Source: an optimization exercise on an open RTL-to-GDS flow (aim: small area, a short achievable clock period and few clock cycles per item). Production flows keep margins and buffers that such runs may drop.
Only simulation tests tie the RTL to the original design; equivalence was not proved.

<file path="design.v">
module aes256_ctr_mode (
  input  logic         clk,
  input  logic         rst,
  input  logic [31:0]  config_register,
  output logic [31:0]  status_register,
  input  logic [255:0] input_key,
  input  logic [127:0] input_iv,
  output logic         s_axis_tready,
  input  logic         s_axis_tvalid,
  input  logic         s_axis_tlast,
  input  logic [127:0] s_axis_tdata,
  input  logic         m_axis_tready,
  output logic         m_axis_tvalid,
  output logic         m_axis_tlast,
  output logic [127:0] m_axis_tdata
);
  function automatic logic [11:0] sbox_a(input logic [7:0] x);
    logic U0, U1, U2, U3, U4, U5, U6, U7;
    logic T1, T2, T3, T4, T5, T6, T7, T8, T9, T10, T11, T12, T13, T14, T15, T16, T17, T18;
    logic T19, T20, T21, T22, T23, T24, T25, T26, T27;
    logic M1, M2, M3, M4, M5, M6, M7, M8, M9, M10, M11, M12, M13, M14, M15, M16, M17, M18;
    logic M19, M20, M21, M22, M23;
    {U0, U1, U2, U3, U4, U5, U6, U7} = x;
    T1 = U0 ^ U3;   T2 = U0 ^ U5;   T3 = U0 ^ U6;   T4 = U3 ^ U5;
    T5 = U4 ^ U6;   T6 = T1 ^ T5;   T7 = U1 ^ U2;   T8 = U7 ^ T6;
    T9 = U7 ^ T7;   T10 = T6 ^ T7;  T11 = U1 ^ U5;  T12 = U2 ^ U5;
    T13 = T3 ^ T4;  T14 = T6 ^ T11; T15 = T5 ^ T11; T16 = T5 ^ T12;
    T17 = T9 ^ T16; T18 = U3 ^ U7;  T19 = T7 ^ T18; T20 = T1 ^ T19;
    T21 = U6 ^ U7;  T22 = T7 ^ T21; T23 = T2 ^ T22; T24 = T2 ^ T10;
    T25 = T20 ^ T17; T26 = T3 ^ T16; T27 = T1 ^ T12;
    M1 = T13 & T6;  M2 = T23 & T8;  M3 = T14 ^ M1;  M4 = T19 & U7;
    M5 = M4 ^ M1;   M6 = T3 & T16;  M7 = T22 & T9;  M8 = T26 ^ M6;
    M9 = T20 & T17; M10 = M9 ^ M6;  M11 = T1 & T15; M12 = T4 & T27;
    M13 = M12 ^ M11; M14 = T2 & T10; M15 = M14 ^ M11; M16 = M3 ^ M2;
    M17 = M5 ^ T24; M18 = M8 ^ M7;  M19 = M10 ^ M15; M20 = M16 ^ M13;
    M21 = M17 ^ M15; M22 = M18 ^ M13; M23 = M19 ^ T25;
    sbox_a = {T1, T2, T3, T6, T8, T9, T15, T19, M20, M21, M22, M23};
  endfunction
  function automatic logic [7:0] sbox_b(input logic [11:0] h);
    logic U7;
    logic T1, T2, T3, T4, T6, T8, T9, T10, T13, T15, T16, T17, T19, T20, T22, T23, T27;
    logic M20, M21, M22, M23, M24, M25, M26, M27, M28, M29, M30, M31, M32, M33, M34;
    logic M35, M36, M37, M38, M39, M40, M41, M42, M43, M44, M45, M46, M47, M48, M49, M50;
    logic M51, M52, M53, M54, M55, M56, M57, M58, M59, M60, M61, M62, M63;
    logic L0, L1, L2, L3, L4, L5, L6, L7, L8, L9, L10, L11, L12, L13, L14, L15, L16, L17;
    logic L18, L19, L20, L21, L22, L23, L24, L25, L26, L27, L28, L29;
    {T1, T2, T3, T6, T8, T9, T15, T19, M20, M21, M22, M23} = h;
    T4 = T1 ^ T2;   T10 = T8 ^ T9;  T13 = T3 ^ T4;  T20 = T1 ^ T19;
    T22 = T3 ^ T20; T23 = T2 ^ T22; T27 = T15 ^ T10; U7 = T6 ^ T8;
    T16 = T6 ^ T27; T17 = T9 ^ T16;
    M24 = M22 ^ M23;
    M25 = M22 & M20; M26 = M21 ^ M25; M27 = M20 ^ M21; M28 = M23 ^ M25;
    M29 = M28 & M27; M30 = M26 & M24; M31 = M20 & M23; M32 = M27 & M31;
    M33 = M27 ^ M25; M34 = M21 & M22; M35 = M24 & M34; M36 = M24 ^ M25;
    M37 = M21 ^ M29; M38 = M32 ^ M33; M39 = M23 ^ M30; M40 = M35 ^ M36;
    M41 = M38 ^ M40; M42 = M37 ^ M39; M43 = M37 ^ M38; M44 = M39 ^ M40;
    M45 = M42 ^ M41; M46 = M44 & T6;  M47 = M40 & T8;  M48 = M39 & U7;
    M49 = M43 & T16; M50 = M38 & T9;  M51 = M37 & T17; M52 = M42 & T15;
    M53 = M45 & T27; M54 = M41 & T10; M55 = M44 & T13; M56 = M40 & T23;
    M57 = M39 & T19; M58 = M43 & T3;  M59 = M38 & T22; M60 = M37 & T20;
    M61 = M42 & T1;  M62 = M45 & T4;  M63 = M41 & T2;
    L0 = M61 ^ M62; L1 = M50 ^ M56; L2 = M46 ^ M48; L3 = M47 ^ M55;
    L4 = M54 ^ M58; L5 = M49 ^ M61; L6 = M62 ^ L5;  L7 = M46 ^ L3;
    L8 = M51 ^ M59; L9 = M52 ^ M53; L10 = M53 ^ L4; L11 = M60 ^ L2;
    L12 = M48 ^ M51; L13 = M50 ^ L0; L14 = M52 ^ M61; L15 = M55 ^ L1;
    L16 = M56 ^ L0; L17 = M57 ^ L1; L18 = M58 ^ L8; L19 = M63 ^ L4;
    L20 = L0 ^ L1;  L21 = L1 ^ L7;  L22 = L3 ^ L12; L23 = L18 ^ L2;
    L24 = L15 ^ L9; L25 = L6 ^ L10; L26 = L7 ^ L9;  L27 = L8 ^ L10;
    L28 = L11 ^ L14; L29 = L11 ^ L17;
    sbox_b = {L6 ^ L24, ~(L16 ^ L26), ~(L19 ^ L28), L6 ^ L21,
              L20 ^ L22, L25 ^ L29, ~(L13 ^ L27), ~(L6 ^ L23)};
  endfunction
  function automatic logic [191:0] sub_a(input logic [127:0] st);
    logic [191:0] res;
    for (int i = 0; i < 16; i++)
      res[191-12*i -: 12] = sbox_a(st[127-8*i -: 8]);
    sub_a = res;
  endfunction
  function automatic logic [127:0] sub_b_shift(input logic [191:0] h);
    logic [127:0] res;
    int           i;
    for (int c = 0; c < 4; c++)
      for (int r = 0; r < 4; r++) begin
        i = 4*((c+r)%4) + r;
        res[127-8*(4*c+r) -: 8] = sbox_b(h[191-12*i -: 12]);
      end
    sub_b_shift = res;
  endfunction
  function automatic logic [7:0] xtime(input logic [7:0] b);
    xtime = {b[6:0], 1'b0} ^ (b[7] ? 8'h1b : 8'h00);
  endfunction
  function automatic logic [31:0] mix_col(input logic [31:0] col);
    logic [7:0] a0, a1, a2, a3;
    {a0, a1, a2, a3} = col;
    mix_col = {xtime(a0) ^ xtime(a1) ^ a1 ^ a2 ^ a3,
               a0 ^ xtime(a1) ^ xtime(a2) ^ a2 ^ a3,
               a0 ^ a1 ^ xtime(a2) ^ xtime(a3) ^ a3,
               xtime(a0) ^ a0 ^ a1 ^ a2 ^ xtime(a3)};
  endfunction
  function automatic logic [127:0] mix_columns(input logic [127:0] st);
    mix_columns = {mix_col(st[127:96]), mix_col(st[95:64]), mix_col(st[63:32]),
                   mix_col(st[31:0])};
  endfunction
  function automatic logic [127:0] key_prefix(input logic [127:0] k);
    logic [31:0] w0, w1, w2, w3;
    w0 = k[127:96];
    w1 = k[95:64] ^ w0;
    w2 = k[63:32] ^ w1;
    w3 = k[31:0] ^ w2;
    key_prefix = {w0, w1, w2, w3};
  endfunction
  function automatic logic [124:0] ones_prefix(input logic [124:0] w);
    logic [124:0] p;
    logic [124:0] q;
    p = w;
    for (int k = 0; k < 7; k++) begin
      q = p;
      for (int i = 0; i < 125; i++)
        if (((i >> k) & 1) == 1)
          q[i] = p[i] & p[((i >> k) << k) - 1];
      p = q;
    end
    ones_prefix = p;
  endfunction
  logic         load;
  logic         unused_cfg;
  assign load       = config_register[0];
  assign unused_cfg = ^config_register[31:1];
  logic [3:0]   rnd;
  logic [1:0]   sub;
  logic         fin;        
  logic         fin_d;      
  logic         last_ph;    
  assign last_ph = (rnd == 4'd13) && (sub == 2'd2);
  assign fin_d   = (rnd == 4'd13 && sub == 2'd1) || last_ph ||
                   (rnd == 4'd0) || (rnd == 4'd1 && sub == 2'd0);
  logic [255:0] key_q;      
  logic [127:0] ka;         
  logic [127:0] kb;         
  logic [47:0]  gh_q;       
  logic [31:0]  g_q;        
  logic [31:0]  gw_in;
  logic [31:0]  g_in;
  logic [7:0]   rcon;
  logic         gsel_q;     
  logic         ka_rs_q;    
  logic         kb_rs_q;    
  logic [127:0] kb_old;     
  assign gw_in = gsel_q ? kb[31:0] : {ka[23:0], ka[31:24]};
  assign rcon  = 8'h01 << ((rnd - 4'd1) >> 1);
  assign g_in  = {sbox_b(gh_q[47:36]), sbox_b(gh_q[35:24]), sbox_b(gh_q[23:12]),
                  sbox_b(gh_q[11:0])}
                 ^ {(rnd[0] ? rcon : 8'h00), 24'h0};
  always_ff @(posedge clk) begin
    if (load)
      key_q <= input_key;
    gh_q <= {sbox_a(gw_in[31:24]), sbox_a(gw_in[23:16]), sbox_a(gw_in[15:8]),
             sbox_a(gw_in[7:0])};
    g_q  <= g_in;
    if (sub == 2'd1 && !rnd[0])
      ka <= ka_rs_q ? key_q[127:0] : (key_prefix(ka) ^ {4{g_q}});
    if (sub == 2'd1 && rnd[0])
      kb <= kb_old ^ {4{g_q}};
    if (sub == 2'd1)
      gsel_q <= rnd[0];
    ka_rs_q <= (rnd == 4'd0) && (sub == 2'd0);
    kb_rs_q <= (rnd == 4'd1) && (sub == 2'd0);
  end
  assign kb_old = kb_rs_q ? key_prefix(key_q[255:128]) : key_prefix(kb);
  logic [191:0] aa, ba;                    
  logic [127:0] ab, ac, bb, bc;            
  logic         vaa, vab, vac, vba, vbb, vbc;
  logic [127:0] ctr;        
  logic [2:0]   nfl;        
  logic [124:0] hi_ones;    
  logic [3:0]   lo_inc;     
  logic [3:0]   lo_nxt;     
  logic [127:0] ctr_inc;    
  logic [127:0] ctr_nxt;    
  logic [127:0] ks;
  logic         ready;
  logic         emerge;     
  logic         take;       
  logic         miss;       
  logic         issue;      
  logic         issue_ok;   
  assign ks       = bb ^ kb;
  assign emerge   = fin && vbb;
  assign take     = s_axis_tready && s_axis_tvalid;
  assign miss     = emerge && !take;
  assign issue    = fin && ready;
  assign issue_ok = issue && !miss;
  assign hi_ones = ones_prefix(ctr[127:3]);
  assign lo_inc  = {1'b0, ctr[2:0]} + 4'd1;
  assign lo_nxt  = {1'b0, ctr[2:0]} + {1'b0, nfl};
  assign ctr_inc = {ctr[127:3] ^ ({hi_ones[123:0], 1'b1} & {125{lo_inc[3]}}), lo_inc[2:0]};
  assign ctr_nxt = {ctr[127:3] ^ ({hi_ones[123:0], 1'b1} & {125{lo_nxt[3]}}), lo_nxt[2:0]};
  always_ff @(posedge clk) begin
    aa  <= sub_a(bc);
    ab  <= sub_b_shift(aa);
    ac  <= mix_columns(ab) ^ ka;
    ba  <= sub_a(ac);
    bb  <= sub_b_shift(ba);
    bc  <= fin ? (ctr_nxt ^ key_q[255:128]) : (mix_columns(bb) ^ kb);
  end
  always_ff @(posedge clk) begin
    if (load)
      ctr <= input_iv;
    else if (take)
      ctr <= ctr_inc;
  end
  always_ff @(posedge clk or posedge rst) begin
    if (rst) begin
      rnd   <= '0;
      sub   <= '0;
      fin   <= 1'b0;
      ready <= 1'b0;
      nfl   <= '0;
      vaa   <= 1'b0;
      vab   <= 1'b0;
      vac   <= 1'b0;
      vba   <= 1'b0;
      vbb   <= 1'b0;
      vbc   <= 1'b0;
    end else if (load) begin
      rnd   <= 4'd13;
      sub   <= 2'd2;
      fin   <= 1'b1;
      ready <= 1'b1;
      nfl   <= '0;
      vaa   <= 1'b0;
      vab   <= 1'b0;
      vac   <= 1'b0;
      vba   <= 1'b0;
      vbb   <= 1'b0;
      vbc   <= 1'b0;
    end else begin
      if (sub == 2'd2) begin
        sub <= 2'd0;
        rnd <= last_ph ? 4'd0 : rnd + 4'd1;
      end else begin
        sub <= sub + 2'd1;
      end
      fin <= fin_d;
      vaa <= vbc && !miss;
      vab <= vaa && !miss;
      vac <= vab && !miss;
      vba <= vac && !miss;
      vbb <= vba && !miss;
      vbc <= fin ? issue_ok : (vbb && !miss);
      if (miss)
        nfl <= '0;
      else
        nfl <= nfl + 3'(issue_ok) - 3'(take);
    end
  end
  logic         o_free;
  logic         s_valid;
  logic         s_last;
  logic [127:0] s_data;
  logic         s_valid_next;
  logic         o_valid_next;
  assign o_free = !m_axis_tvalid || m_axis_tready;
  always_comb begin
    if (o_free) begin
      o_valid_next = s_valid || take;
      s_valid_next = 1'b0;
    end else begin
      o_valid_next = 1'b1;
      s_valid_next = s_valid || take;
    end
  end
  always_ff @(posedge clk) begin
    if (o_free) begin
      m_axis_tdata <= s_valid ? s_data : (s_axis_tdata ^ ks);
      m_axis_tlast <= s_valid ? s_last : s_axis_tlast;
    end
    if (!s_valid) begin
      s_data <= s_axis_tdata ^ ks;
      s_last <= s_axis_tlast;
    end
  end
  always_ff @(posedge clk or posedge rst) begin
    if (rst) begin
      m_axis_tvalid <= 1'b0;
      s_valid       <= 1'b0;
      s_axis_tready <= 1'b0;
    end else if (load) begin
      m_axis_tvalid <= 1'b0;
      s_valid       <= 1'b0;
      s_axis_tready <= 1'b0;
    end else begin
      m_axis_tvalid <= o_valid_next;
      s_valid       <= s_valid_next;
      s_axis_tready <= fin_d && vba && !miss && !s_valid_next;
    end
  end
  assign status_register = {26'd0, 5'd0, ready};
endmodule
</file>
<file path="flow/run.sh">
#!/bin/bash
# The standard layout (the standard flow's config.mk and SDC, ORFS's steps and scripts), with three changes:
#  - synthesis maps the logic with flow/abc.script, a shorter ABC script than ORFS's speed
#    script (one choice computation and one mapping pass, then ORFS's usual buffering and
#    sizing). Everything else in synthesis, including the flip-flop mapping, is unchanged.
#  - the port buffers that ORFS puts on every input and output are buf_4 cells instead of the
#    resizer's default choice (a slow delay buffer).
#  - ORFS's repair_timing steps aim for 6.7 ns of setup slack (SETUP_SLACK_MARGIN) instead of
#    0, so they size and buffer the paths longer than 4.3 ns. The SDC is the standard flow's, unchanged.
# The make output goes to standard_flow.log; ORFS's per-step logs are under orfs/logs/.
set -euo pipefail
here=$(pwd)
rm -rf "$here/scripts"
cp -r "$FLOW_HOME/scripts" "$here/scripts"
cp "$here/flow/abc.script" "$here/scripts/abc_speed.script"
bash standard.sh finish SCRIPTS_DIR="$here/scripts" \
  "BUFFER_PORTS_ARGS=-buffer_cell sky130_fd_sc_hd__buf_4" SETUP_SLACK_MARGIN=6.7 \
  > "$here/standard_flow.log" 2>&1
</file>
<file path="flow/abc.script">
&get -n
&st
&dch
&nf
&put
buffer -c
topo
stime -c
upsize -c
dnsize -c
</file>
<file path="standard.sh">
#!/bin/bash
# synth_recipe.tcl (not shown) runs the flow's synth.tcl, then flattens the netlist and writes it again
# the make line also repeats each setting of config.mk as NAME=value (left out here)
make -C /OpenROAD-flow-scripts/flow DESIGN_CONFIG=/design/flow/config.mk WORK_HOME=/design/flow/orfs CLKGATE_MAP_FILE= SYNTH_SCRIPT=/design/flow/synth_recipe.tcl "${@:-finish}"
</file>
<file path="config.mk">
export PLATFORM = sky130hd
export DESIGN_NAME = aes256_ctr_mode
export DESIGN_NICKNAME = aes256_ctr_mode
export VERILOG_FILES = /design/flow/design.v
export SDC_FILE = /design/flow/constraint.sdc
export NUM_CORES = 4
export LEC_CHECK = 0
export CAP_MARGIN = 20
export CELL_PAD_IN_SITES_DETAIL_PLACEMENT = 1
export CELL_PAD_IN_SITES_GLOBAL_PLACEMENT = 1
export CORE_MARGIN = 2
export CORE_UTILIZATION = 35
export PLACE_DENSITY = 0.6
export SLEW_MARGIN = 20
</file>
<file path="constraint.sdc">
create_clock -name core_clock -period 11.0 [get_ports {clk}]
set_input_delay 2.2000 -clock core_clock [delete_from_list [all_inputs] [get_ports {clk}]]
set_output_delay 2.2000 -clock core_clock [all_outputs]
set_load 0.01 [all_outputs]
</file>
==> reports/summary.txt, run 1 <==
post-synth top area share: 29.11%
Syn Inst Count: 11080
DR vias/cell: 4.849
Largest regs: key_q x256, aa x192, ba x192
crit path launch type: flip-flop
CP startpoint: ctr[67]
Synth warnings: 1
# DRC: 0
status: complete, no violations
final RePlAce weighted congestion: 0.9627
Max Fclk: 242.7 MHz
initial antenna violation count: 42
R2R Setup Slk: 6.88 ns
Reg with most FFs: key_q
dpl hpwl: 374700 um
Num CTS Buffers: 222
CTS sink cnt: 1897
Max-cap violations: 0
Setup-failing EPs final: 0
reg2reg end: bc[121]
Post-synth EDFFs: 770
R2R Path Start: ctr[67]
Routed WL: 450100 um
first-pass GRT wire length: 620700 um
CP endpoint kind: flip-flop
worst hold path depth: 1
Final min period: 4.120 ns
Layout Area Growth over Synthesis: 15.26%
skew final: 0.04912 ns
layout cells sized above 1: 9.763%
fraction of registers with async set/reset: 1.054%
dpl cell area: 0.1220 mm^2
Worst EP arrival: 4.82 ns
Worst-path clk slew: 0.06 ns
chip height: 571.4 um
RSZ-0062 raised after global routing: false
worst-case clock buffer depth: 4
Detail Route Antenna Nets: 0
nets: 12280
worst min path class: reg -> reg
Tcrit/Tclk final: 37.45%
post-synthesis average cell area: 10.17 um^2
Initial Utilization: 35.14%
R2R cell count: 9
ranking of synthesized cells by area: xnor2_1 (29%), edfxtp_1 (21%), dfxtp_1 (20%)
post-route design area: 0.1299 mm^2
max reg flops: 256
synth cell count leaders: xnor2_1 (3744), xor2_1 (1666), nand2_1 (1116)
TNS Setup: 0 ns
Yosys top cell by area: xnor2_1
CTS H-tree lvls: 4
Root Buffer: clkbuf_16
DR vias: 78450
final hold viol count: 0
Slew Viols, Final: 0
worst-path fanout max: 16
CP Class: reg -> reg
worst hold start: vaa
relative slew slack: 10.26%
die width: 571.4 um
Port Buffer Count: 649
Total Routing Usage GR: 26.88%
die area: 0.3264 mm^2
number of global-route vias before repair: 81760
top-count cell post-synth: xnor2_1
buffer count from post-CTS setup fixing: 0
initial drt markers: 6211
cell row count: 208
count of cell types in the netlist: 69
CORE AREA: 0.3206 mm^2
critical path required time: 11.70 ns
most common flop cell mapped by yosys: dfxtp_1
worst hold endpoint: vab
Cell Area, Synth: 0.1127 mm^2
Worst-Skew Late Latency: 0.92 ns
io pins: 712
DR pass1 iterations: 5
Seq/Total Area, Yosys: 40.64%
grt ovf: 0
number of synthesized register bits: 1897
CTS tree: done
Least-Margin Pin Slew: 1.337 ns
largest net degree at the start of global routing: 205
wire per inst: 27.82 um
[placed cells by master (no fill, tap or decap), types with 65 or more instances in the layout]
cell type,synthesis,layout
xnor2_1,3744,3740
xor2_1,1666,1666
nand2_1,1116,1116
dfxtp_1,1107,1104
edfxtp_1,770,770
buf_4,34,711
o21ai_0,496,496
nor2_1,360,360
clkbuf_16,0,230
inv_1,150,150
a21oi_1,146,146
and2_1,125,121
nor2b_1,120,120
nand2b_1,113,111
mux2i_1,110,110
ha_1,83,83
a31oi_1,76,76
nand4_1,70,70
nand3_1,66,65
[what timing repair did]
action	in CTS	in global routing
setup endpoints to repair	0	4
resized for setup	0	3
hold buffers	0	0
[kinds of logic (layout without fill, tap and decap cells)]
| kind of cell | count (synthesis) | count (layout) | share of synthesized area, % |
|---|---|---|---|
| other cells | 1 | 62 | 0.003329 |
| xor+xnor | 5449 | 5449 | 42.77 |
| fa+ha+maj | 85 | 85 | 0.9573 |
| mux | 115 | 115 | 1.027 |
| buf+inv | 548 | 1284 | 1.982 |
| simple gates | 2169 | 2169 | 8.759 |
| flops | 1897 | 1897 | 40.64 |
| compound gates | 811 | 811 | 3.859 |
[routing by layer]
layer	GRT usage (%)	share of wire, %	vias up
li1	-	-	36620
met1	36.57	45	39190
met2	43.00	45	2064
met3	2.508	4.4	571
met4	12.44	5.1	2
met5	0	0.0038	-
[worst max path at each step]
| stage | to | slack, ns | cells after the start |
|---|---|---|---|
| floorplan | ctr[0] | 6.76 | 4 |
| global placement | ctr[95] | 6.13 | 3 |
| detailed placement | ctr[93] | 6.07 | 3 |
| CTS | bc[61] | 6.77 | 11 |
| global route | bc[67] | 6.74 | 11 |
| finish | bc[121] | 6.88 | 9 |
[cell type report]
class	count	area (um^2)
clock buffer	305	6367
clock inverter	110	1369
timing repair buffer	718	5464
antenna	31	77.57
sequential	1897	45800
inverter	151	566.8
tap	4305	5386
multi-input combinational	8660	64820
fill	35790	190800
[worst max-delay path, stage by stage (launching register included)]
cell and delay [ns]:
edfxtp_1 0.64, and4_1 0.32, and3_1 0.48, nand3_2 0.30
nor3_1 0.25, buf_4 0.24, nand3_1 0.46, nor4_1 0.39
xnor2_1 0.46, mux2i_1 0.34
[metrics by stage]
step	std cells	util, %	setup slack (ns)	hold slack (ns)
floorplan	11110	-	6.759	0.4266
global placement	15730	38.05	6.128	0.4345
detailed placement	15730	38.06	6.072	0.4425
CTS	16150	40.47	6.773	0.4618
global route	16160	40.49	6.736	0.4755
finish	16180	40.50	6.880	0.4589
Testbench counts, summed over its fixed seeds: cycles 19,511, items 2,583.
==> run 2: changes to the inputs <==
--- a/design.v
+++ b/design.v
@@ -175,6 +175,7 @@
   logic [124:0] hi_ones;    
+  logic [124:0] hi_zeros;   
   logic [3:0]   lo_inc;     
-  logic [3:0]   lo_nxt;     
+  logic [3:0]   lo_back;    
   logic [127:0] ctr_inc;    
-  logic [127:0] ctr_nxt;    
+  logic [127:0] ctr_back;   
   logic [127:0] ks;
@@ -192,7 +193,9 @@
   assign issue_ok = issue && !miss;
-  assign hi_ones = ones_prefix(ctr[127:3]);
-  assign lo_inc  = {1'b0, ctr[2:0]} + 4'd1;
-  assign lo_nxt  = {1'b0, ctr[2:0]} + {1'b0, nfl};
-  assign ctr_inc = {ctr[127:3] ^ ({hi_ones[123:0], 1'b1} & {125{lo_inc[3]}}), lo_inc[2:0]};
-  assign ctr_nxt = {ctr[127:3] ^ ({hi_ones[123:0], 1'b1} & {125{lo_nxt[3]}}), lo_nxt[2:0]};
+  assign hi_ones  = ones_prefix(ctr[127:3]);
+  assign hi_zeros = ones_prefix(~ctr[127:3]);
+  assign lo_inc   = {1'b0, ctr[2:0]} + 4'd1;
+  assign lo_back  = {1'b0, ctr[2:0]} - {1'b0, nfl};
+  assign ctr_inc  = {ctr[127:3] ^ ({hi_ones[123:0], 1'b1} & {125{lo_inc[3]}}), lo_inc[2:0]};
+  assign ctr_back = {ctr[127:3] ^ ({hi_zeros[123:0], 1'b1} & {125{lo_back[3]}}),
+                     lo_back[2:0]};
   always_ff @(posedge clk) begin
@@ -203,3 +206,3 @@
     bb  <= sub_b_shift(ba);
-    bc  <= fin ? (ctr_nxt ^ key_q[255:128]) : (mix_columns(bb) ^ kb);
+    bc  <= fin ? (ctr ^ key_q[255:128]) : (mix_columns(bb) ^ kb);
   end
@@ -208,3 +211,5 @@
       ctr <= input_iv;
-    else if (take)
+    else if (miss)
+      ctr <= ctr_back;
+    else if (issue_ok)
       ctr <= ctr_inc;
==> flow/run.sh (replaced) <==
#!/bin/bash
# The standard layout (the standard flow's config.mk and SDC, ORFS's steps and scripts), with two changes:
#  - synthesis maps the logic with flow/abc.script, a shorter ABC script than ORFS's speed
#    script (one choice computation and one mapping pass, then ORFS's usual buffering and
#    sizing). Everything else in synthesis, including the flip-flop mapping, is unchanged.
#  - the port buffers that ORFS puts on every input and output are buf_2 cells instead of the
#    resizer's default choice (a slow delay buffer).
# The make output goes to standard_flow.log; ORFS's per-step logs are under orfs/logs/.
set -euo pipefail
here=$(pwd)
rm -rf "$here/scripts"
cp -r "$FLOW_HOME/scripts" "$here/scripts"
cp "$here/flow/abc.script" "$here/scripts/abc_speed.script"
bash standard.sh finish SCRIPTS_DIR="$here/scripts" \
  "BUFFER_PORTS_ARGS=-buffer_cell sky130_fd_sc_hd__buf_2" \
  > "$here/standard_flow.log" 2>&1
--- a/config.mk
+++ b/config.mk
@@ -12,2 +12,4 @@
 export CORE_UTILIZATION = 35
+export CTS_CLUSTER_DIAMETER = 100
+export CTS_CLUSTER_SIZE = 30
 export PLACE_DENSITY = 0.6
==> run 2 against run 1 <==
Largest cell class unchanged. Critical path depth stayed put. First-iteration DRC count down 5.7%. Highest routed layer unchanged. Core utilization shrank 1.6 points. Critical endpoint is now ctr[7]. Synthesized area shrank 0.40%. Hold slack improved by 0.0092 ns. Critical path type is now in -> reg. Still clean on timing, DRC and antenna. Register-to-register slack lost 0.29 ns.
==> reports/summary.txt, run 2 <==
final hold viol count: 0
post-CTS sizing: 0
top-count cell post-synth: xnor2_1
post-synth top area share: 28.18%
final RePlAce weighted congestion: 0.9616
Reg with most FFs: key_q
CTS sink cnt: 1897
wire per inst: 27.32 um
worst min path class: reg -> reg
DR vias: 77960
critical path required time: 11.61 ns
layout cells sized above 1: 8.274%
largest net degree at the start of global routing: 128
Max Fclk: 213.6 MHz
CP max-delay cell: nor2_1
status: complete, no violations
Port Buffer Count: 649
Top Usage Layer GRT: met2
Seq/Total Area, Yosys: 40.80%
Worst-path clk slew: 0.10 ns
nets: 12170
DR vias/cell: 4.922
relative slew slack: 18.22%
buffer count from post-CTS setup fixing: 0
Post-synth EDFFs: 770
worst hold slack: 0.4681 ns
CP endpoint kind: flip-flop
Synth warnings: 1
Num CTS Buffers: 111
Routed WL: 432800 um
count of cell types in the netlist: 68
R2R Path Start: ctr[5]
critical path, cell by cell: buf_2 > nand2_1 > nand3_2 > buf_4 > nor2_1 > nor2_1 > a211oi_1 > xnor2_1 > o21ai_0
Worst EP arrival: 5.29 ns
Cell Area, Synth: 0.1122 mm^2
Root Buffer: clkbuf_16
Slew Viols, Final: 0
crit path launch type: input pin
GR Util met2: 41.16%
reg2reg end: ctr[65]
M1 GR Usage: 34.84%
R2R Setup Slk: 6.59 ns
CTS Hold Bufs: 0
Max-cap violations: 0
crit path to: ctr[7]
dpl cell area: 0.1197 mm^2
number of synthesized register bits: 1897
Detail Route Antenna Nets: 0
Initial Utilization: 35.22%
Crit path largest cell delay: 0.82 ns
RSZ-0062 raised after global routing: false
TNS Setup: 0 ns
CP startpoint: s_axis_tvalid
# DRC: 0
commonest non-fill, non-tap cell in the layout: xnor2_1
die width: 570.2 um
grt ovf: 0
cell row count: 207
Least-Margin Pin Slew: 1.214 ns
Largest regs: key_q x256, aa x192, ba x192
CTS tree: done
die area: 0.3252 mm^2
post-synthesis average cell area: 10.12 um^2
CP Class: in -> reg
Tcrit/Tclk final: 42.57%
io pins: 712
worst-path fanout max: 43
number of global-route vias before repair: 81020
DR pass1 iterations: 5
M3 GR Usage: 2.589%
final core occ: 38.89%
R2R cell count: 8
Total Routing Usage GR: 25.95%
Yosys top cell by area: xnor2_1
CTS H-tree lvls: 3
worst-case clock buffer depth: 4
most common flop cell mapped by yosys: dfxtp_1
Final min period: 4.682 ns
Worst path most repeated cell: nor2_1
Syn Inst Count: 11090
initial drt markers: 5855
skew final: 0.09558 ns
max reg flops: 256
synth cell count leaders: xnor2_1 (3611), xor2_1 (1728), nand2_1 (1192)
chip height: 570.2 um
first-pass GRT wire length: 601500 um
CORE AREA: 0.3186 mm^2
post-route design area: 0.1239 mm^2
ranking of synthesized cells by area: xnor2_1 (28%), edfxtp_1 (21%), dfxtp_1 (20%)
Worst-Skew Late Latency: 0.94 ns
Setup-failing EPs final: 0
commonest non-fill, non-tap cells in the layout: xnor2_1 (3610), xor2_1 (1728), nand2_1 (1191)
Layout Area Growth over Synthesis: 10.42%
dpl hpwl: 363300 um
initial antenna violation count: 62
fraction of registers with async set/reset: 1.054%
## run 2: kinds of logic after synthesis
logic type / Yosys count / synth area share [%]
muxes: 75 / 0.6723
other: 1 / 0.003342
xor gates and xnor gates: 5360 / 42.09
and+or+nand+nor: 2169 / 8.769
DFF: 1897 / 40.80
buffers and inverters: 568 / 2.034
adders and majority gates: 83 / 0.9388
AOI/OAI and AO/OA: 935 / 4.690
## run 2: how the worst min path moves through the flow
stage                 from     endpoint  slack [ns]  cells after the start
4_1_cts                vbc          vaa        0.47                      1
5_1_grt                vac          vba        0.49                      1
2_1_floorplan  s_data[126]  s_data[126]        0.43                      2
6_report               vbc          vaa        0.47                      1
3_5_place_dp           vbc          vaa        0.45                      1
3_3_place_gp           vbc          vaa        0.44                      1
## run 2: area by class of cell
type	count	area (um^2)
fill	35710	194700
multi-input combinational	8653	64300
sequential	1897	45800
tap	4180	5230
timing repair buffer	726	3869
clock buffer	124	2869
clock inverter	79	1196
inverter	148	555.5
antenna	33	82.58
## run 2: routing by layer
metal  wire, um  vias to the layer above
li1           -                    36440
met1     192400                    38790
met2     193700                     2180
met3      20860                      544
met4      25840                        4
met5         23                        -
## run 2: critical path, delay by kind of cell
family / cells / cell delay, ns
compound gates: 2 / 0.43
xor+xnor: 1 / 0.16
buf+inv: 2 / 0.66
simple gates: 4 / 1.81
## run 2: through the flow
stage	setup WS [ns]	cells
final	6.318	15840
after global routing	6.099	15820
after CTS	6.446	15810
after detailed placement	5.473	15600
after global placement	5.494	15600
after floorplan	4.329	11120
Testbench counts of run 2, summed over its fixed seeds: cycles 19,511, items 2,583.
==> run 3: changes to the inputs <==
--- a/flow/run.sh
+++ b/flow/run.sh
@@ -1,3 +1,3 @@
 #!/bin/bash
-# The standard layout (the standard flow's config.mk and SDC, ORFS's steps and scripts), with two changes:
+# The standard layout (the standard flow's config.mk and SDC, ORFS's steps and scripts), with three changes:
 #  - synthesis maps the logic with flow/abc.script, a shorter ABC script than ORFS's speed
@@ -7,2 +7,4 @@
 #    resizer's default choice (a slow delay buffer).
+#  - ORFS's repair_timing steps aim for 7.0 ns of setup slack (SETUP_SLACK_MARGIN) instead of
+#    0, so they size and buffer the paths longer than 4.0 ns. The SDC is the standard flow's, unchanged.
 # The make output goes to standard_flow.log; ORFS's per-step logs are under orfs/logs/.
@@ -14,3 +16,3 @@
 bash standard.sh finish SCRIPTS_DIR="$here/scripts" \
-  "BUFFER_PORTS_ARGS=-buffer_cell sky130_fd_sc_hd__buf_2" \
+  "BUFFER_PORTS_ARGS=-buffer_cell sky130_fd_sc_hd__buf_2" SETUP_SLACK_MARGIN=7.0 \
   > "$here/standard_flow.log" 2>&1
--- a/config.mk
+++ b/config.mk
@@ -11,6 +11,6 @@
 export CORE_MARGIN = 2
-export CORE_UTILIZATION = 35
-export CTS_CLUSTER_DIAMETER = 100
-export CTS_CLUSTER_SIZE = 30
-export PLACE_DENSITY = 0.6
+export CORE_UTILIZATION = 45
+export CTS_CLUSTER_DIAMETER = 60
+export CTS_CLUSTER_SIZE = 20
+export PLACE_DENSITY = 0.62
 export SLEW_MARGIN = 20
==> run 3 against run 2 <==
Non-clock buffer count is 3 higher. Critical path depth is 1 higher. Synthesized cell count stayed put. Final cell count is 4.4% lower. Sequential share of layout area is 0.51 points lower. Highest routed layer unchanged. Global-route usage is 6.9 points higher. Still clean on timing, DRC and antenna. Worst setup slack better by 0.71 ns.
==> reports/summary.txt, run 3 <==
Layout Area Growth over Synthesis: 11.96%
Syn Inst Count: 11090
Reg area: 0.04580 mm^2
number of global-route vias before repair: 81580
most common flop cell mapped by yosys: dfxtp_1
CP Class: in -> reg
top-count cell post-synth: xnor2_1
M3 GR Usage: 3.525%
Final min period: 3.974 ns
Largest regs: key_q x256, aa x192, ba x192
cell row count: 183
layout cells sized above 1: 9.519%
chip height: 503.4 um
Root Buffer: clkbuf_16
synth cell count leaders: xnor2_1 (3611), xor2_1 (1728), nand2_1 (1192)
initial drt markers: 7195
Routed WL: 426600 um
Port Buffer Count: 649
placed cell count: 14740
io pins: 712
final RePlAce weighted congestion: 0.9898
relative slew slack: 2.769%
fillers: 27430
DR vias/cell: 5.235
RSZ-0062 raised after global routing: true
CTS H-tree lvls: 4
M1 GR Usage: 43.96%
count of cell types in the netlist: 68
GR Util met2: 52.36%
Post-synth EDFFs: 770
CORE AREA: 0.2482 mm^2
nets: 12240
final hold viol count: 0
CP max-delay cell: or4_4
max reg flops: 256
post-synthesis average cell area: 10.12 um^2
wire per inst: 28.16 um
largest net degree at the start of global routing: 211
Non-Filler Instances: 15150
ranking of synthesized cells by area: xnor2_1 (28%), edfxtp_1 (21%), dfxtp_1 (20%)
DR pass1 iterations: 5
number of synthesized register bits: 1897
status: complete, no violations
die area: 0.2534 mm^2
Synth warnings: 1
Num CTS Buffers: 179
Least-Margin Pin Slew: 1.448 ns
skew final: 0.04506 ns
Tcrit/Tclk final: 36.13%
initial antenna violation count: 58
fraction of registers with async set/reset: 1.054%
Max-cap violations: 0
commonest non-fill, non-tap cell in the layout: xnor2_1
Crit path largest cell delay: 0.64 ns
CP endpoint kind: flip-flop
crit path launch type: input pin
critical path required time: 11.58 ns
Top Usage Layer GRT: met2
Initial Utilization: 45.21%
die width: 503.4 um
TNS Setup: 0 ns
Setup-failing EPs final: 0
Worst-Skew Late Latency: 0.86 ns
DR vias: 79310
worst min path class: reg -> reg
Slew Viols, Final: 0
Worst EP arrival: 4.56 ns
# DRC: 0
Detail Route Antenna Nets: 0
grt ovf: 0
Worst-path clk slew: 0.07 ns
multi-input logic area: 0.06451 mm^2
CTS Hold Bufs: 0
Yosys top cell by area: xnor2_1
commonest non-fill, non-tap cells in the layout: xnor2_1 (3609), xor2_1 (1728), nand2_1 (1189)
first-pass GRT wire length: 591500 um
Cell Area, Synth: 0.1122 mm^2
worst-path fanout max: 33
CTS tree: done
worst-case clock buffer depth: 3
Reg with most FFs: key_q
Max Fclk: 251.6 MHz
post-synth top area share: 28.18%
CTS sink cnt: 1897
dpl hpwl: 354400 um
Total Routing Usage GR: 32.89%
critical path, cell by cell: buf_2 > nand2_8 > and3_1 > buf_6 > nand2_4 > or4_4 > buf_12 > o32ai_2 > xnor2_1 > o21ai_1
Seq/Total Area, Yosys: 40.80%
==> run 3: routing by layer <==
layer / vias up / routed length [um]
met5: - / 16
met4: 4 / 25580
met2: 2480 / 194600
li1: 36690 / -
met1: 39440 / 183500
met3: 687 / 22960
==> run 3: path summary, 6_finish.rpt <==
kind / startpoint / end / slack (ns) / cells past startpoint
max: s_axis_tvalid / ctr[106] / 7.03 / 10
min: s_data[57] / s_data[57] / 0.47 / 2
max reg2reg: ctr[37] / ctr[106] / 7.09 / 9
min reg2reg: s_data[57] / s_data[57] / 0.47 / 2
max in group asynchronous: rst / fin / 8.60 / 2
min in group asynchronous: rst / sub[1] / 1.63 / 2
==> run 3: kinds of logic (layout without fill, tap and decap cells) <==
| kind of cell | count (synthesis) | in the layout | synth area share [%] |
|---|---|---|---|
| DFF | 1897 | 1897 | 40.80 |
| adders and majority gates | 83 | 83 | 0.9388 |
| and+or+nand+nor | 2169 | 2170 | 8.769 |
| AOI/OAI and AO/OA | 935 | 935 | 4.690 |
| muxes | 75 | 75 | 0.6723 |
| other | 1 | 84 | 0.003342 |
| buffers and inverters | 568 | 1215 | 2.034 |
| xor gates and xnor gates | 5360 | 5360 | 42.09 |
==> run 3: critical path, delay by kind of cell <==
| family | cells | cell delay (ns) |
|---|---|---|
| xor gates and xnor gates | 1 | 0.16 |
| buffers and inverters | 3 | 0.68 |
| AOI/OAI and AO/OA | 2 | 0.33 |
| and+or+nand+nor | 4 | 1.13 |
==> run 3: cell type report <==
type	count	share of cell area, %
Antenna cell	53	0.1056
Clock buffer	208	3.834
Clock inverter	130	1.368
Inverter	148	0.4422
Multi-Input combinational cell	8654	51.34
Sequential cell	1897	36.45
Tap cell	3330	3.316
Timing Repair Buffer	729	3.136
==> run 3: per-stage QoR <==
stage / hold slack [ns] / cell area [um^2] / utilization (%) / worst slack (ns)
floorplan: 0.4266 / 112500 / - / 6.813
global placement: 0.4437 / 118700 / 47.83 / 5.951
detailed placement: 0.4480 / 118700 / 47.83 / 5.907
CTS: 0.4709 / 125400 / 50.51 / 7.008
global route: 0.4952 / 125600 / 50.60 / 6.961
finish: 0.4712 / 125600 / 50.62 / 7.026
==> run 3: what timing repair did <==
action                                  4_1_cts  5_1_grt
pin swaps                                     3        2
setup buffers                                 5        8
resized for setup                            11        8
endpoints found under the setup margin       76       62
gates cloned                                  1        0
==> run 4: changes to the inputs <==
--- a/design.v
+++ b/design.v
@@ -178,2 +178,4 @@
   logic [3:0]   lo_back;    
+  logic         miss_q;     
+  logic [2:0]   rw_q;       
   logic [127:0] ctr_inc;    
@@ -191,3 +193,3 @@
   assign miss     = emerge && !take;
-  assign issue    = fin && ready;
+  assign issue    = fin && ready && !miss_q;
   assign issue_ok = issue && !miss;
@@ -196,3 +198,3 @@
   assign lo_inc   = {1'b0, ctr[2:0]} + 4'd1;
-  assign lo_back  = {1'b0, ctr[2:0]} - {1'b0, nfl};
+  assign lo_back  = {1'b0, ctr[2:0]} - {1'b0, rw_q};
   assign ctr_inc  = {ctr[127:3] ^ ({hi_ones[123:0], 1'b1} & {125{lo_inc[3]}}), lo_inc[2:0]};
@@ -211,7 +213,10 @@
       ctr <= input_iv;
-    else if (miss)
+    else if (miss_q)
       ctr <= ctr_back;
-    else if (issue_ok)
+    else if (issue)
       ctr <= ctr_inc;
   end
+  always_ff @(posedge clk) begin
+    rw_q <= nfl + 3'd1;
+  end
   always_ff @(posedge clk or posedge rst) begin
@@ -223,2 +228,3 @@
       nfl   <= '0;
+      miss_q <= 1'b0;
       vaa   <= 1'b0;
@@ -235,2 +241,3 @@
       nfl   <= '0;
+      miss_q <= 1'b0;
       vaa   <= 1'b0;
@@ -255,2 +262,3 @@
       vbc <= fin ? issue_ok : (vbb && !miss);
+      miss_q <= miss;
       if (miss)
--- a/flow/run.sh
+++ b/flow/run.sh
@@ -7,4 +7,4 @@
 #    resizer's default choice (a slow delay buffer).
-#  - ORFS's repair_timing steps aim for 7.0 ns of setup slack (SETUP_SLACK_MARGIN) instead of
-#    0, so they size and buffer the paths longer than 4.0 ns. The SDC is the standard flow's, unchanged.
+#  - ORFS's repair_timing steps aim for 7.3 ns of setup slack (SETUP_SLACK_MARGIN) instead of
+#    0, so they size and buffer the paths longer than 3.7 ns. The SDC is the standard flow's, unchanged.
 # The make output goes to standard_flow.log; ORFS's per-step logs are under orfs/logs/.
@@ -16,3 +16,3 @@
 bash standard.sh finish SCRIPTS_DIR="$here/scripts" \
-  "BUFFER_PORTS_ARGS=-buffer_cell sky130_fd_sc_hd__buf_2" SETUP_SLACK_MARGIN=7.0 \
+  "BUFFER_PORTS_ARGS=-buffer_cell sky130_fd_sc_hd__buf_2" SETUP_SLACK_MARGIN=7.3 \
   > "$here/standard_flow.log" 2>&1
==> run 4 against run 3 <==
Via count rose by 0.32%. Synthesized area rose by 0.15%. Register-to-register slack improved by 0.33 ns. Synthesized cell count rose by 0.55%. Final cell count rose by 0.48%. Fmax rose by 3.9%. Non-clock buffer count rose by 58. Die area rose by 0.15%. Worst setup slack improved by 0.15 ns. Clock-buffer cell count did not move.
==> reports/summary.txt, run 4 <==
chip height: 503.7 um
Tcrit/Tclk final: 34.78%
Detail Route Antenna Nets: 0
commonest non-fill, non-tap cell in the layout: xnor2_1
count of cell types in the netlist: 76
nets: 12340
Yosys top cell by area: xnor2_1
synth cell count leaders: xnor2_1 (3546), xor2_1 (1796), nand2_1 (1209)
commonest non-fill, non-tap cells in the layout: xnor2_1 (3545), xor2_1 (1796), nand2_1 (1208)
CP max-delay cell: edfxtp_1
CTS H-tree lvls: 4
critical path required time: 8.80 ns
dpl hpwl: 355900 um
first-pass GRT wire length: 598100 um
Reg with most FFs: key_q
max reg flops: 256
ranking of synthesized cells by area: xnor2_1 (28%), edfxtp_1 (21%), dfxtp_1 (20%)
DR pass1 iterations: 5
Num CTS Buffers: 175
Synth warnings: 1
CP Class: reg -> out
Least-Margin Pin Slew: 1.277 ns
Worst EP arrival: 1.63 ns
relative slew slack: 13.94%
number of global-route vias before repair: 82080
Largest regs: key_q x256, aa x192, ba x192
Max-cap violations: 0
GR Util met2: 52.51%
Critical path buffers and inverters: 1
initial drt markers: 6829
Seq/Total Area, Yosys: 40.81%
worst min path class: reg -> reg
Initial Utilization: 45.24%
post-synthesis average cell area: 10.08 um^2
M3 GR Usage: 4.506%
cell row count: 183
Total Routing Usage GR: 32.80%
worst hold slack: 0.4739 ns
grt ovf: 0
post-synth top area share: 27.63%
worst-case clock buffer depth: 3
CTS sink cnt: 1901
worst-path fanout max: 1
die area: 0.2538 mm^2
RSZ-0062 raised after global routing: true
Post-synth EDFFs: 770
CORE AREA: 0.2484 mm^2
CTS Hold Bufs: 0
io pins: 712
pre-CTS WS: 6.297 ns
Port Buffer Count: 649
fraction of registers with async set/reset: 1.105%
Slew Viols, Final: 0
Syn Inst Count: 11150
Worst-Skew Late Latency: 0.85 ns
layout cells sized above 1: 9.761%
final worst slack: 7.175 ns
Worst-path clk slew: 0.08 ns
largest net degree at the start of global routing: 196
wire per inst: 28.15 um
Crit path largest cell delay: 0.56 ns
initial antenna violation count: 58
skew final: 0.04381 ns
Layout Area Growth over Synthesis: 11.98%
top-count cell post-synth: xnor2_1
M1 GR Usage: 42.91%
status: complete, no violations
Cell Area, Synth: 0.1124 mm^2
Final min period: 3.825 ns
DR vias/cell: 5.227
Setup-failing EPs final: 0
Non-Filler Instances: 15220
TNS Setup: 0 ns
DR vias: 79560
placed cell count: 14810
final RePlAce weighted congestion: 0.9851
number of synthesized register bits: 1901
die width: 503.7 um
CP endpoint kind: output pin
crit path launch type: flip-flop
most common flop cell mapped by yosys: dfxtp_1
final hold viol count: 0
Top Usage Layer GRT: met2
Max Fclk: 261.4 MHz
# DRC: 0
Root Buffer: clkbuf_16
Crit path max-delay family: flip-flops
critical path, cell by cell: buf_2
CTS tree: done
Routed WL: 428400 um
## run 4: cell count changes in the layout (fill, tap and decap cells not counted), sizes merged, moves of 22 or more
cell,previous run,this run
diode,53,28
xor2,1728,1796
buf,729,783
nand4,34,58
nor4,30,52
o32ai,31,4
xnor2,3611,3547
## run 4: final timing paths
kind | start | end | depth (start not counted) | slack, ns
min in group asynchronous | rst | s_axis_tready | 2 | 1.25
min | s_data[42] | s_data[42] | 2 | 0.47
max in group asynchronous | rst | rnd[3] | 3 | 9.28
min reg2reg | s_data[42] | s_data[42] | 2 | 0.47
max reg2reg | ctr[22] | ctr[105] | 10 | 7.42
max | m_axis_tdata[82] | m_axis_tdata[82] | 1 | 7.17
## run 4: cell families (layout without fill, tap and decap cells)
group / Yosys count / after routing / synth area share (%)
buffers and inverters: 589 / 1274 / 2.100
muxes: 80 / 80 / 0.7147
and+or+nand+nor: 2216 / 2216 / 8.950
adders and majority gates: 84 / 84 / 0.9485
AOI/OAI and AO/OA: 914 / 914 / 4.402
other: 1 / 59 / 0.003337
DFF: 1901 / 1901 / 40.81
xor gates and xnor gates: 5364 / 5364 / 42.07
## run 4: through the flow
| stage | utilization [%] | cell area (um^2) |
|---|---|---|
| 2_1_floorplan | - | 112500 |
| 3_3_place_gp | 47.84 | 118900 |
| 3_5_place_dp | 47.84 | 118900 |
| 4_1_cts | 50.44 | 125300 |
| 5_1_grt | 50.64 | 125800 |
| 6_report | 50.66 | 125800 |
## run 4: what timing repair did
item | 4_1_cts | 5_1_grt
pin swaps | 2 | 0
gates cloned | 0 | 1
gates resized for setup | 17 | 11
setup endpoints to repair | 68 | 53
buffers inserted | 8 | 40
## run 4: worst register-to-register path, cell delays in order, from the launching register on
cell,delay (ns)
edfxtp_1,0.61
nor4_1,0.64
nand4b_1,0.27
nor4_2,0.28
buf_4,0.22
nand4_1,0.13
buf_4,0.23
or4_1,0.49
o31ai_1,0.26
xnor2_1,0.15
o21ai_1,0.07
## run 4: cell type report
type	count	area, um^2
Tap cell	3330	4167
Multi-Input combinational cell	8689	64400
Clock buffer	208	4786
Antenna cell	28	70.07
Sequential cell	1901	45890
Timing Repair Buffer	787	4422
Fill cell	27480	122600
Clock inverter	122	1525
Inverter	157	589.3
## run 4: routing by layer
| metal | share of wire [%] | wire length, um | vias to the layer above |
|---|---|---|---|
| met5 | 0.0030 | 13 | - |
| met4 | 6.1 | 26290 | 2 |
| met1 | 42 | 180100 | 39450 |
| li1 | - | - | 36880 |
| met2 | 46 | 196500 | 2587 |
| met3 | 5.9 | 25450 | 642 |
Testbench counts of run 4, summed over its fixed seeds: cycles 19,511, items 2,583.
==> run 5: changes to the inputs <==
--- a/design.v
+++ b/design.v
@@ -16,3 +16,3 @@
 );
-  function automatic logic [11:0] sbox_a(input logic [7:0] x);
+  function automatic logic [11:0] sbox_p(input logic [7:0] x);
     logic U0, U1, U2, U3, U4, U5, U6, U7;
@@ -21,3 +21,4 @@
     logic M1, M2, M3, M4, M5, M6, M7, M8, M9, M10, M11, M12, M13, M14, M15, M16, M17, M18;
-    logic M19, M20, M21, M22, M23;
+    logic M19, M20, M21, M22, M23, M24, M25, M26, M27, M28, M29, M30, M31, M32, M33, M34;
+    logic M35, M36, M37, M38, M39, M40;
     {U0, U1, U2, U3, U4, U5, U6, U7} = x;
@@ -36,9 +37,13 @@
     M21 = M17 ^ M15; M22 = M18 ^ M13; M23 = M19 ^ T25;
-    sbox_a = {T1, T2, T3, T6, T8, T9, T15, T19, M20, M21, M22, M23};
+    M24 = M22 ^ M23;
+    M25 = M22 & M20; M26 = M21 ^ M25; M27 = M20 ^ M21; M28 = M23 ^ M25;
+    M29 = M28 & M27; M30 = M26 & M24; M31 = M20 & M23; M32 = M27 & M31;
+    M33 = M27 ^ M25; M34 = M21 & M22; M35 = M24 & M34; M36 = M24 ^ M25;
+    M37 = M21 ^ M29; M38 = M32 ^ M33; M39 = M23 ^ M30; M40 = M35 ^ M36;
+    sbox_p = {T1, T2, T3, T6, T8, T9, T15, T19, M37, M38, M39, M40};
   endfunction
-  function automatic logic [7:0] sbox_b(input logic [11:0] h);
+  function automatic logic [7:0] sbox_q(input logic [11:0] h);
     logic U7;
     logic T1, T2, T3, T4, T6, T8, T9, T10, T13, T15, T16, T17, T19, T20, T22, T23, T27;
-    logic M20, M21, M22, M23, M24, M25, M26, M27, M28, M29, M30, M31, M32, M33, M34;
-    logic M35, M36, M37, M38, M39, M40, M41, M42, M43, M44, M45, M46, M47, M48, M49, M50;
+    logic M37, M38, M39, M40, M41, M42, M43, M44, M45, M46, M47, M48, M49, M50;
     logic M51, M52, M53, M54, M55, M56, M57, M58, M59, M60, M61, M62, M63;
@@ -46,3 +51,3 @@
     logic L18, L19, L20, L21, L22, L23, L24, L25, L26, L27, L28, L29;
-    {T1, T2, T3, T6, T8, T9, T15, T19, M20, M21, M22, M23} = h;
+    {T1, T2, T3, T6, T8, T9, T15, T19, M37, M38, M39, M40} = h;
     T4 = T1 ^ T2;   T10 = T8 ^ T9;  T13 = T3 ^ T4;  T20 = T1 ^ T19;
@@ -50,7 +55,2 @@
     T16 = T6 ^ T27; T17 = T9 ^ T16;
-    M24 = M22 ^ M23;
-    M25 = M22 & M20; M26 = M21 ^ M25; M27 = M20 ^ M21; M28 = M23 ^ M25;
-    M29 = M28 & M27; M30 = M26 & M24; M31 = M20 & M23; M32 = M27 & M31;
-    M33 = M27 ^ M25; M34 = M21 & M22; M35 = M24 & M34; M36 = M24 ^ M25;
-    M37 = M21 ^ M29; M38 = M32 ^ M33; M39 = M23 ^ M30; M40 = M35 ^ M36;
     M41 = M38 ^ M40; M42 = M37 ^ M39; M43 = M37 ^ M38; M44 = M39 ^ M40;
@@ -69,12 +69,12 @@
     L28 = L11 ^ L14; L29 = L11 ^ L17;
-    sbox_b = {L6 ^ L24, ~(L16 ^ L26), ~(L19 ^ L28), L6 ^ L21,
+    sbox_q = {L6 ^ L24, ~(L16 ^ L26), ~(L19 ^ L28), L6 ^ L21,
               L20 ^ L22, L25 ^ L29, ~(L13 ^ L27), ~(L6 ^ L23)};
   endfunction
-  function automatic logic [191:0] sub_a(input logic [127:0] st);
+  function automatic logic [191:0] sub_p(input logic [127:0] st);
     logic [191:0] res;
     for (int i = 0; i < 16; i++)
-      res[191-12*i -: 12] = sbox_a(st[127-8*i -: 8]);
-    sub_a = res;
+      res[191-12*i -: 12] = sbox_p(st[127-8*i -: 8]);
+    sub_p = res;
   endfunction
-  function automatic logic [127:0] sub_b_shift(input logic [191:0] h);
+  function automatic logic [127:0] sub_q_shift(input logic [191:0] h);
     logic [127:0] res;
@@ -84,5 +84,5 @@
         i = 4*((c+r)%4) + r;
-        res[127-8*(4*c+r) -: 8] = sbox_b(h[191-12*i -: 12]);
+        res[127-8*(4*c+r) -: 8] = sbox_q(h[191-12*i -: 12]);
       end
-    sub_b_shift = res;
+    sub_q_shift = res;
   endfunction
@@ -128,10 +128,6 @@
   assign unused_cfg = ^config_register[31:1];
-  logic [3:0]   rnd;
-  logic [1:0]   sub;
+  logic [4:0]   ph;
   logic         fin;        
   logic         fin_d;      
-  logic         last_ph;    
-  assign last_ph = (rnd == 4'd13) && (sub == 2'd2);
-  assign fin_d   = (rnd == 4'd13 && sub == 2'd1) || last_ph ||
-                   (rnd == 4'd0) || (rnd == 4'd1 && sub == 2'd0);
+  assign fin_d = (ph >= 5'd26) || (ph <= 5'd1);
   logic [255:0] key_q;      
@@ -140,5 +136,4 @@
   logic [47:0]  gh_q;       
-  logic [31:0]  g_q;        
   logic [31:0]  gw_in;
-  logic [31:0]  g_in;
+  logic [31:0]  g;
   logic [7:0]   rcon;
@@ -149,6 +144,6 @@
   assign gw_in = gsel_q ? kb[31:0] : {ka[23:0], ka[31:24]};
-  assign rcon  = 8'h01 << ((rnd - 4'd1) >> 1);
-  assign g_in  = {sbox_b(gh_q[47:36]), sbox_b(gh_q[35:24]), sbox_b(gh_q[23:12]),
-                  sbox_b(gh_q[11:0])}
-                 ^ {(rnd[0] ? rcon : 8'h00), 24'h0};
+  assign rcon  = 8'h01 << ph[4:2];
+  assign g     = {sbox_q(gh_q[47:36]), sbox_q(gh_q[35:24]), sbox_q(gh_q[23:12]),
+                  sbox_q(gh_q[11:0])} ^ {(ph[1] ? rcon : 8'h00), 24'h0};
+  assign kb_old = kb_rs_q ? key_prefix(key_q[255:128]) : key_prefix(kb);
   always_ff @(posedge clk) begin
@@ -156,18 +151,15 @@
       key_q <= input_key;
-    gh_q <= {sbox_a(gw_in[31:24]), sbox_a(gw_in[23:16]), sbox_a(gw_in[15:8]),
-             sbox_a(gw_in[7:0])};
-    g_q  <= g_in;
-    if (sub == 2'd1 && !rnd[0])
-      ka <= ka_rs_q ? key_q[127:0] : (key_prefix(ka) ^ {4{g_q}});
-    if (sub == 2'd1 && rnd[0])
-      kb <= kb_old ^ {4{g_q}};
-    if (sub == 2'd1)
-      gsel_q <= rnd[0];
-    ka_rs_q <= (rnd == 4'd0) && (sub == 2'd0);
-    kb_rs_q <= (rnd == 4'd1) && (sub == 2'd0);
+    gh_q <= {sbox_p(gw_in[31:24]), sbox_p(gw_in[23:16]), sbox_p(gw_in[15:8]),
+             sbox_p(gw_in[7:0])};
+    if (ph[1:0] == 2'd0)
+      ka <= ka_rs_q ? key_q[127:0] : (key_prefix(ka) ^ {4{g}});
+    if (ph[1:0] == 2'd2)
+      kb <= kb_old ^ {4{g}};
+    gsel_q  <= (ph[1:0] == 2'd2);
+    ka_rs_q <= (ph == 5'd27);
+    kb_rs_q <= (ph == 5'd1);
   end
-  assign kb_old = kb_rs_q ? key_prefix(key_q[255:128]) : key_prefix(kb);
-  logic [191:0] aa, ba;                    
-  logic [127:0] ab, ac, bb, bc;            
-  logic         vaa, vab, vac, vba, vbb, vbc;
+  logic [191:0] pa, pb;     
+  logic [127:0] qa, qb;     
+  logic         vpa, vqa, vpb, vqb;
   logic [127:0] ctr;        
@@ -182,2 +174,3 @@
   logic [127:0] ctr_back;   
+  logic [127:0] sb;         
   logic [127:0] ks;
@@ -189,4 +182,5 @@
   logic         issue_ok;   
-  assign ks       = bb ^ kb;
-  assign emerge   = fin && vbb;
+  assign sb       = sub_q_shift(pb);
+  assign ks       = sb ^ kb;
+  assign emerge   = fin && vpb;
   assign take     = s_axis_tready && s_axis_tvalid;
@@ -203,8 +197,6 @@
   always_ff @(posedge clk) begin
-    aa  <= sub_a(bc);
-    ab  <= sub_b_shift(aa);
-    ac  <= mix_columns(ab) ^ ka;
-    ba  <= sub_a(ac);
-    bb  <= sub_b_shift(ba);
-    bc  <= fin ? (ctr ^ key_q[255:128]) : (mix_columns(bb) ^ kb);
+    pa <= sub_p(qb);
+    qa <= mix_columns(sub_q_shift(pa)) ^ ka;
+    pb <= sub_p(qa);
+    qb <= fin ? (ctr ^ key_q[255:128]) : (mix_columns(sb) ^ kb);
   end
@@ -223,4 +215,3 @@
     if (rst) begin
-      rnd   <= '0;
-      sub   <= '0;
+      ph    <= '0;
       fin   <= 1'b0;
@@ -229,11 +220,8 @@
       miss_q <= 1'b0;
-      vaa   <= 1'b0;
-      vab   <= 1'b0;
-      vac   <= 1'b0;
-      vba   <= 1'b0;
-      vbb   <= 1'b0;
-      vbc   <= 1'b0;
+      vpa   <= 1'b0;
+      vqa   <= 1'b0;
+      vpb   <= 1'b0;
+      vqb   <= 1'b0;
     end else if (load) begin
-      rnd   <= 4'd13;
-      sub   <= 2'd2;
+      ph    <= 5'd27;
       fin   <= 1'b1;
@@ -242,22 +230,13 @@
       miss_q <= 1'b0;
-      vaa   <= 1'b0;
-      vab   <= 1'b0;
-      vac   <= 1'b0;
-      vba   <= 1'b0;
-      vbb   <= 1'b0;
-      vbc   <= 1'b0;
+      vpa   <= 1'b0;
+      vqa   <= 1'b0;
+      vpb   <= 1'b0;
+      vqb   <= 1'b0;
     end else begin
-      if (sub == 2'd2) begin
-        sub <= 2'd0;
-        rnd <= last_ph ? 4'd0 : rnd + 4'd1;
-      end else begin
-        sub <= sub + 2'd1;
-      end
+      ph  <= (ph == 5'd27) ? 5'd0 : ph + 5'd1;
       fin <= fin_d;
-      vaa <= vbc && !miss;
-      vab <= vaa && !miss;
-      vac <= vab && !miss;
-      vba <= vac && !miss;
-      vbb <= vba && !miss;
-      vbc <= fin ? issue_ok : (vbb && !miss);
+      vpa <= vqb && !miss;
+      vqa <= vpa && !miss;
+      vpb <= vqa && !miss;
+      vqb <= fin ? issue_ok : (vpb && !miss);
       miss_q <= miss;
@@ -307,3 +286,3 @@
       s_valid       <= s_valid_next;
-      s_axis_tready <= fin_d && vba && !miss && !s_valid_next;
+      s_axis_tready <= fin_d && vqa && !miss && !s_valid_next;
     end
==> run 5 against run 4 <==
Via count increased by 0.13%. Synthesized area decreased by 3.1%. Critical path type unchanged. Global-route usage increased by 1.4 points. Wire length increased by 1.2%.
==> reports/summary.txt, run 5 <==
worst hold slack: 0.4588 ns
Cell Area, Synth: 0.1090 mm^2
wl on met1: 184600 um
initial drt markers: 6997
CTS tree: done
Yosys top cell by area: xnor2_1
worst hold endpoint: vqa
post-synthesis average cell area: 10.20 um^2
Post-synth EDFFs: 769
Worst EP arrival: 1.59 ns
first-pass GRT wire length: 597400 um
number of synthesized register bits: 1610
commonest non-fill, non-tap cell in the layout: xnor2_1
most common flop cell mapped by yosys: dfxtp_1
DR pass1 iterations: 6
max reg flops: 256
Initial Utilization: 45.26%
Syn Inst Count: 10690
fraction of registers with async set/reset: 1.118%
multi-input logic area: 0.07060 mm^2
ranking of synthesized cells by area: xnor2_1 (25%), edfxtp_1 (21%), dfxtp_1 (15%)
Tcrit/Tclk final: 34.43%
post-synthesis xor/xnor area fraction: 45.39%
main combinational cell family by area after synthesis: XOR/XNOR gates
status: complete, no violations
worst hold path depth: 1
Routed WL: 433600 um
Max Fclk: 264.1 MHz
Slew Viols, Final: 0
Worst-Skew Late Latency: 0.87 ns
reg2reg end: qb[119]
io pins: 712
Crit path max-delay family: flip-flops
Reg area: 0.04007 mm^2
Seq/Total Area, Yosys: 36.73%
cell row count: 180
Crit. path cell count: 1
top sig layer: met5
top-count cell post-synth: xnor2_1
initial antenna violation count: 39
layout cells sized above 1: 15.54%
Port Buffer Count: 649
simple-gate share of the synthesized area: 8.834%
Reg with most FFs: key_q
Post-Synth Adder-Cell Area: 0.9899%
Total Routing Usage GR: 34.22%
mux contribution to synthesized area: 0.9118%
CTS H-tree lvls: 4
DR vias/cell: 5.364
critical path required time: 8.80 ns
relative slew slack: 20.71%
R2R Setup Slk: 7.25 ns
fillers: 26130
die width: 496.1 um
number of global-route vias before repair: 81090
worst-case clock buffer depth: 3
chip height: 496.1 um
CP max-delay cell: edfxtp_1
Detail Route Antenna Nets: 0
post-synth top area share: 24.77%
worst-path fanout max: 1
skew final: 0.06737 ns
DR vias: 79660
Num CTS Buffers: 163
dpl cell area: 0.1161 mm^2
Worst-path clk slew: 0.08 ns
dpl hpwl: 354900 um
Root Buffer: clkbuf_16
R2R cell count: 11
worst hold start: vpa
Critical path buffers and inverters: 1
Synth Area in Compound Gates: 5.110%
CTS Hold Bufs: 0
crit path launch type: flip-flop
final RePlAce weighted congestion: 1.003
critical path, cell by cell: buf_6
CORE AREA: 0.2408 mm^2
DR WL met2: 196400 um
Synth warnings: 1
TNS Setup: 0 ns
count of cell types in the netlist: 76
worst min path class: reg -> reg
synth cell count leaders: xnor2_1 (3081), xor2_1 (1718), nand2_1 (1195)
post-route design area: 0.1275 mm^2
commonest non-fill, non-tap cells in the layout: xnor2_1 (2873), xor2_1 (1623), nand2_1 (1194)
Largest regs: key_q x256, pa x192, pb x192
CP Class: reg -> out
CP endpoint kind: output pin
# DRC: 0
Max-cap violations: 0
grt ovf: 0
CTS sink cnt: 1610
Layout Area Growth over Synthesis: 17.04%
final hold viol count: 0
nets: 12130
Setup-failing EPs final: 0
met3 WL: 25150 um
R2R Path Start: pb[180]
largest net degree at the start of global routing: 205
RSZ-0062 raised after global routing: true
wire per inst: 29.20 um
Least-Margin Pin Slew: 1.181 ns
Crit path largest cell delay: 0.55 ns
die area: 0.2461 mm^2
Final min period: 3.787 ns
run 5: metrics by stage:
step           setup slack, ns  std cells  util (%)
2_1_floorplan            7.120      10720         -
3_3_place_gp             6.185      14320     48.24
3_5_place_dp             6.100      14320     48.24
4_1_cts                  7.084      14710     51.98
5_1_grt                  7.151      14840     52.95
6_report                 7.213      14850     52.97
run 5: worst max-delay path by stage:
stage,from,endpoint,slack [ns]
2_1_floorplan,config_register[0],ctr[0],7.12
3_3_place_gp,config_register[0],ctr[123],6.18
3_5_place_dp,config_register[0],ctr[123],6.10
4_1_cts,pb[71],qb[116],7.08
5_1_grt,pb[159],qb[49],7.15
6_report,m_axis_tdata[127],m_axis_tdata[127],7.21
run 5: area by class of cell:
cell class | instances | area share, %
clock buffers | 186 | 3.431
repair buffers | 986 | 4.868
inverters | 175 | 0.5151
multi-input cells | 8561 | 55.36
flip-flops and latches | 1610 | 31.42
diodes | 27 | 0.05298
clock inverters | 120 | 1.219
well taps | 3185 | 3.125
run 5: layer usage:
metal / up-vias / track usage [%]
met2: 2647 / 53.99
li1: 36250 / -
met1: 40030 / 45.64
met4: 10 / 18.54
met3: 724 / 4.431
met5: - / 0
run 5: worst reg2reg max path: stages (launching register included):
cell and delay [ns]:
dfxtp_1 0.46, xor2_1 0.29, xnor2_1 0.18, nand2b_1 0.18, xnor3_1 0.52, xor2_4 0.33
xnor2_2 0.15, buf_4 0.25, xnor2_1 0.12, xnor2_1 0.35, xnor2_2 0.28, o21ai_2 0.46
run 5: cells by family after synthesis:
group,Yosys count
xor+xnor,5134
other cells,1
compound gates,1020
simple gates,2193
buf+inv,547
mux,97
flops,1610
fa+ha+maj,85
run 5: what timing repair did:
| action | 4_1_cts | 5_1_grt |
|---|---|---|
| endpoints found under the hold margin | 0 | 0 |
| setup endpoints to repair | 446 | 369 |
| resized for setup | 331 | 235 |
| pin swaps | 38 | 57 |
| gates cloned | 0 | 2 |
| setup buffers | 85 | 107 |
Testbench counts of run 5, summed over its fixed seeds: cycles 18,975, items 2,583.

## port drivers added, routing unchanged
How much do the figures lean on ideal ports? The routed layouts below were timed once more, with nothing changed but the port constraints.
Step 1 sets driving cells, clkbuf_16 on the clock port and buf_2 on the other inputs (assumed; they add their load-dependent delay and slew).
Step 2 also shifts input and output timing later by t, the mid clock arrival at the registers, as if the neighbouring blocks saw the same clock.
a / b / c = no drivers / after step 1 / after step 2; a / b = the first two.
| run | t, ns | setup slack, ns | latest minus earliest clock arrival (ns) | worst slew at a driven data input, ns |
|---|---|---|---|---|
| run 1 | 1.020 | 6.880 / 6.880 / 6.094 | 0.058 / 0.059 | 0.10 |
| run 2 | 1.003 | 6.318 / 6.399 / 5.396 | 0.098 / 0.098 | 0.07 |
| run 3 | 0.948 | 7.026 / 7.084 / 6.170 | 0.046 / 0.047 | 0.09 |
| run 4 | 0.940 | 7.175 / 7.066 / 6.517 | 0.048 / 0.049 | 0.17 |
| run 5 | 0.945 | 7.213 / 7.102 / 6.647 | 0.069 / 0.069 | 0.20 |
After both steps setup and hold are still met in every run listed. The setup slack of run 2, which loses most, moves by +0.081 ns with the drivers and by -0.922 ns with both steps.
